Source: an optimization exercise on an open RTL-to-GDS flow (aim: small area and a short achievable clock period). Production flows keep margins and buffers that such runs may drop.
RTL that was checked went through simulation tests only; none was proved equivalent to the original.
Power is estimated from default activity; no workload was simulated.

==> flow/design.v (excerpt) <==
module fpu_top (
	input  logic                   clk,
	input  logic                   arst_n,
	input  logic                   issue,
	input  fpu_pkg::fpu_instr_t    instr,
	input  logic [32-1:0] x1,
	input  logic [32-1:0] x2,
	output fpu_pkg::fpu_res_t      result,
	output logic                   done
);
	logic [34:0]           s_d, s_q;
	logic [8-1:0] e_d, e_q;
	logic [8:0]            f_d, f_q;
	fpu_addsub u_addsub (
		.instr    (instr),
		.a        (x1),
		.b        (x2),
		.s        (s_d),
		.e_w      (e_d),
		.sign     (f_d[0]),
		.float_sel(f_d[1]),
		.addsub   (f_d[2]),
		.eff_sub  (f_d[3]),
		.spec     (f_d[4]),
		.qnan     (f_d[5]),
		.ftoi_ovf (f_d[6]),
		.ftoi_nan (f_d[7]),
		.invalid  (f_d[8])
	);
	fpu_issue u_issue (
		.clk   (clk),
		.arst_n(arst_n),
		.issue (issue),
		.s_d   (s_d),
		.e_d   (e_d),
		.f_d   (f_d),
		.s_q   (s_q),
		.e_q   (e_q),
		.f_q   (f_q),
		.done  (done)
	);
	fpu_convert u_convert (
		.s        (s_q),
		.e_w      (e_q),
		.sign     (f_q[0]),
		.float_sel(f_q[1]),
		.addsub   (f_q[2]),
		.eff_sub  (f_q[3]),
		.spec     (f_q[4]),
		.qnan     (f_q[5]),
		.ftoi_ovf (f_q[6]),
		.ftoi_nan (f_q[7]),
		.invalid  (f_q[8]),
		.result   (result)
	);
endmodule
Size in the first run: ~2200 cells after synthesis, ~53 flip-flops, about 12000 µm² of cells after synthesis.
clock: 19.0 ns
lec_check: 0
abc_area: 1
cap_margin: 50
core_margin: 2
core_utilization: 40
place_density: 0.6
slew_margin: 70
standard.sh (not shown) runs the stock make flow with config.mk's settings and CLKGATE_MAP_FILE= SYNTH_SCRIPT=/design/flow/synth_recipe.tcl, a recipe that flattens the netlist after the stock synthesis.
==> flow/flow/run.sh <==
#!/bin/bash
# Layout flow: the standard layout (standard.sh, with its standard synthesis unchanged)
# with two changes to how the layout is optimised, none to the constraints:
#  - every port still gets a buffer, but a sky130_fd_sc_hd__buf_2 rather than the default
#    cell buffer_ports picks;
#  - the resizer's repair_timing aims for 9 ns of setup slack, so it works on the
#    critical paths although the 19 ns clock is met anyway.
# make's output goes to standard.log; each ORFS step's tool log is copied to tool_logs/.
set -e
bash standard.sh finish SETUP_SLACK_MARGIN=9 "BUFFER_PORTS_ARGS=-buffer_cell sky130_fd_sc_hd__buf_2" > standard.log 2>&1
mkdir -p tool_logs
cp orfs/logs/*/*/*/*.log tool_logs/ 2>/dev/null || true
The baseline ran to the end with no violations.
==> next run, changes <==
--- a/flow/flow/run.sh
+++ b/flow/flow/run.sh
@@ -4 +4 @@
-#  - every port still gets a buffer, but a sky130_fd_sc_hd__buf_2 rather than the default
+#  - every port still gets a buffer, but a sky130_fd_sc_hd__buf_1 rather than the default
@@ -10 +10 @@
-bash standard.sh finish SETUP_SLACK_MARGIN=9 "BUFFER_PORTS_ARGS=-buffer_cell sky130_fd_sc_hd__buf_2" > standard.log 2>&1
+bash standard.sh finish SETUP_SLACK_MARGIN=9 "BUFFER_PORTS_ARGS=-buffer_cell sky130_fd_sc_hd__buf_1" > standard.log 2>&1
Settings changed: CORE_UTILIZATION 40 to 50, PLACE_DENSITY 0.6 to 0.65.
Wire length went down by about 3.6%.
Sequential power hardly moves.
Power is higher by about 0.33%.
==> next run, changes <==
--- a/flow/flow/run.sh
+++ b/flow/flow/run.sh
@@ -4 +4 @@
-#  - every port still gets a buffer, but a sky130_fd_sc_hd__buf_1 rather than the default
+#  - every port still gets a buffer, but a sky130_fd_sc_hd__buf_2 rather than the default
@@ -6 +6 @@
-#  - the resizer's repair_timing aims for 9 ns of setup slack, so it works on the
+#  - the resizer's repair_timing aims for 8.5 ns of setup slack, so it works on the
@@ -10 +10 @@
-bash standard.sh finish SETUP_SLACK_MARGIN=9 "BUFFER_PORTS_ARGS=-buffer_cell sky130_fd_sc_hd__buf_1" > standard.log 2>&1
+bash standard.sh finish SETUP_SLACK_MARGIN=8.5 "BUFFER_PORTS_ARGS=-buffer_cell sky130_fd_sc_hd__buf_2" > standard.log 2>&1
Settings changed: CORE_UTILIZATION 50 to 40, PLACE_DENSITY 0.65 to 0.6.
The new run went through all stages and came out clean.
Power fell by a few percent.
Cell area fell by a few percent.
Die area came out higher by a quarter to a third.
Setup slack gets worse by 0.42 ns.
Fmax goes down by a few percent.
Routed wire length came out higher slightly.
Critical path depth drops by 2.
Via count goes down by a few percent.
==> next run, changes <==
--- a/flow/flow/run.sh
+++ b/flow/flow/run.sh
@@ -6 +6 @@
-#  - the resizer's repair_timing aims for 8.5 ns of setup slack, so it works on the
+#  - the resizer's repair_timing aims for 8 ns of setup slack, so it works on the
@@ -10 +10 @@
-bash standard.sh finish SETUP_SLACK_MARGIN=8.5 "BUFFER_PORTS_ARGS=-buffer_cell sky130_fd_sc_hd__buf_2" > standard.log 2>&1
+bash standard.sh finish SETUP_SLACK_MARGIN=9 "BUFFER_PORTS_ARGS=-buffer_cell sky130_fd_sc_hd__buf_2" > standard.log 2>&1
Settings changed: CAP_MARGIN 50 to 20, CORE_UTILIZATION 40 to 50, PLACE_DENSITY 0.6 to 0.65, SLEW_MARGIN 70 to 20.
Design area is higher by 3.5%.
Area after synthesis does not change.
Worst setup slack improves by 0.17 ns.
Non-clock buffer count rises by 25.
Global-route usage rises by 6.1 points.
Synthesized cell count is unchanged.
Cell count falls by 1.6%.
Hold slack stays flat.
Wire length grows by 1.6%.
==> next run, changes <==
--- a/flow/flow/run.sh
+++ b/flow/flow/run.sh
@@ -10 +10 @@
-bash standard.sh finish SETUP_SLACK_MARGIN=9 "BUFFER_PORTS_ARGS=-buffer_cell sky130_fd_sc_hd__buf_2" > standard.log 2>&1
+bash standard.sh finish SETUP_SLACK_MARGIN=8 "BUFFER_PORTS_ARGS=-buffer_cell sky130_fd_sc_hd__buf_2" > standard.log 2>&1
Settings changed: CAP_MARGIN 20 to 50, SLEW_MARGIN 20 to 70.
=> The changed run ran to the end with no violations. Flip-flop and latch count is unchanged. Setup slack got worse by 0.49 ns. Worst hold slack improved by 0.0051 ns. Power decreases by a few percent.

---

Setup of run 1:
fpu_top again, from the RTL that the note above started with.
==> flow/config.mk <==
export PLATFORM = sky130hd
export DESIGN_NAME = fpu_top
export DESIGN_NICKNAME = fpu_top
export VERILOG_FILES = /design/flow/design.v
export SDC_FILE = /design/flow/constraint.sdc
export NUM_CORES = 4
export LEC_CHECK = 0
export ABC_AREA = 1
export CAP_MARGIN = 50
export CORE_MARGIN = 2
export CORE_UTILIZATION = 50
export PLACE_DENSITY = 0.85
export SLEW_MARGIN = 70
==> flow/constraint.sdc <==
create_clock -name core_clock -period 19.0 [get_ports {clk}]
set_input_delay 3.8000 -clock core_clock [delete_from_list [all_inputs] [get_ports {clk}]]
set_output_delay 3.8000 -clock core_clock [all_outputs]
set_load 0.01 [all_outputs]
==> flow/flow/run.sh <==
#!/bin/bash
# Layout flow: the standard layout (standard.sh, with its standard synthesis unchanged)
# with two changes to how the layout is optimised, none to the constraints:
#  - every port still gets a buffer, but a sky130_fd_sc_hd__buf_2 rather than the default
#    cell buffer_ports picks;
#  - the resizer's repair_timing aims for 9 ns of setup slack, so it works on the
#    critical paths although the 19 ns clock is met anyway.
# make's output goes to standard.log; each ORFS step's tool log is copied to tool_logs/.
set -e
bash standard.sh finish SETUP_SLACK_MARGIN=9 "BUFFER_PORTS_ARGS=-buffer_cell sky130_fd_sc_hd__buf_2" > standard.log 2>&1
mkdir -p tool_logs
cp orfs/logs/*/*/*/*.log tool_logs/ 2>/dev/null || true
## Diff of input files: run 2 against run 1
- changing PLACE_DENSITY from 0.85 to 0.65
Findings:
- Diff run 1 -> run 2: power lower, post-layout instance count excluding filler cells flat, hold slack ~0 delta, non-clock buffer count now sits lower, post-route cell area shrank by 140 um^2.
- Re post-layout minimum cycle time: run 2 is 0.25 ns down on run 1.
- In the metrics for run 1 and run 2, the one carrying the higher area growth from synthesis to layout is run 1.
- Part of the power in the clock network was lower in the run labelled run 1.
## Diff of input files: run 3 against run 2
diff --git a/flow/flow/run.sh b/flow/flow/run.sh
--- a/flow/flow/run.sh
+++ b/flow/flow/run.sh
@@ -6 +6 @@
-#  - the resizer's repair_timing aims for 9 ns of setup slack, so it works on the
+#  - the resizer's repair_timing aims for 8 ns of setup slack, so it works on the
### Flow results
The minimum setup slack after placement of run 3 and that of run 2 are within noise of each other.
Re post-layout minimum cycle time: no difference whatsoever between run 2 and run 3.
Diff run 2..run 3 | mapped cell area | unchanged
Reported for run 2 and run 3, post-layout instance count excluding filler cells turned out identical to the last digit.
Comparing run 3 against run 2, there is no change at all in die area.
Going from run 2 to run 3, post-route fraction of the period consumed by the critical path flat; final setup slack of the worst path comparable; global routing met2 resource utilization level.
Compared run 3 against run 2; design area within noise.

---

fpu_top, a different RTL version from the one above (not shown whole).
Size: ~53 flip-flops, ~120 I/O pins.
export LEC_CHECK = 0
export ABC_AREA = 1
export CAP_MARGIN = 50
export CORE_MARGIN = 2
export CORE_UTILIZATION = 50
export PLACE_DENSITY = 0.65
export SLEW_MARGIN = 70
create_clock -name core_clock -period 19.0 [get_ports {clk}]
==> flow/flow/run.sh <==
#!/bin/bash
# The standard layout (standard.sh, standard synthesis unchanged) with two changes to how
# the layout is optimised: the port buffers are a stronger buffer cell, and the resizer's
# repair_timing aims for extra setup slack so it works on the critical paths even though
# the 19 ns clock is met anyway. Each tool's output goes to the ORFS logs; make's output to
# standard.log.
set -e
bash standard.sh finish "BUFFER_PORTS_ARGS=-buffer_cell sky130_fd_sc_hd__buf_2" > standard.log 2>&1
The first run ran to the end with no violations.
Next try:
--- a/flow/flow/run.sh
+++ b/flow/flow/run.sh
@@ -8 +8 @@
-bash standard.sh finish "BUFFER_PORTS_ARGS=-buffer_cell sky130_fd_sc_hd__buf_2" > standard.log 2>&1
+bash standard.sh finish SETUP_SLACK_MARGIN=7 "BUFFER_PORTS_ARGS=-buffer_cell sky130_fd_sc_hd__buf_2" > standard.log 2>&1
=> The changed run finished clean; via count went up by 1.3%; critical path depth stays the same; synthesized area does not change; worst hold slack barely changes; worst setup slack is better by 0.82 ns; global-route usage does not change; fmax grows by 7.1%; synthesized cell count is unchanged; non-clock buffer count grows by 27; final cell count climbs by 1.1%.
No run of this note included a check of the RTL's function; only the layout flow was run.

separate check: timing with driven ports:
The flow's constraints put no driver on any port. The routed layouts listed below were extracted and timed again, unchanged, in two steps. Step 1 (the two cells are an assumption about what drives the block):
set clk [get_ports {clk}]
set_driving_cell -lib_cell sky130_fd_sc_hd__clkbuf_16 $clk
set_driving_cell -lib_cell sky130_fd_sc_hd__buf_2 [delete_from_list [all_inputs] $clk]
Step 2 moves the port delays by t, midway between the first and last clock arrival at a register: inputs arrive t later, outputs are due t later. That takes back most of the time a late clock gives input paths. a / b / c = ideal ports / drivers / drivers and shift; a / b = the first two.
run | shift t [ns] | setup slack, ns | worst slew at a driven data input, ns
the first run of note 1 | 0.334 | 9.249 / 9.274 / 8.941 | 0.04
the second run of note 1 | 0.329 | 9.293 / 9.297 / 8.968 | 0.05
the third run of note 1 | 0.330 | 8.872 / 8.894 / 8.564 | 0.04
the fourth run of note 1 | 0.329 | 9.040 / 9.040 / 8.712 | 0.05
the fifth run of note 1 | 0.325 | 8.548 / 8.567 / 8.243 | 0.04
run 1 | 0.332 | 8.970 / 8.969 / 8.638 | 0.05
run 2 | 0.326 | 9.221 / 9.226 / 8.900 | 0.04
run 3 | 0.326 | 9.221 / 9.226 / 8.900 | 0.04
the first run of note 3 | 0.325 | 6.740 / 6.706 / 7.031 | 0.03
the second run of note 3 | 0.326 | 7.557 / 7.522 / 7.549 | 0.03
After both steps setup and hold are still met in every run listed. For run 1, which loses most, drivers alone change the setup slack by -0.001 ns; drivers and shift together by -0.332 ns.
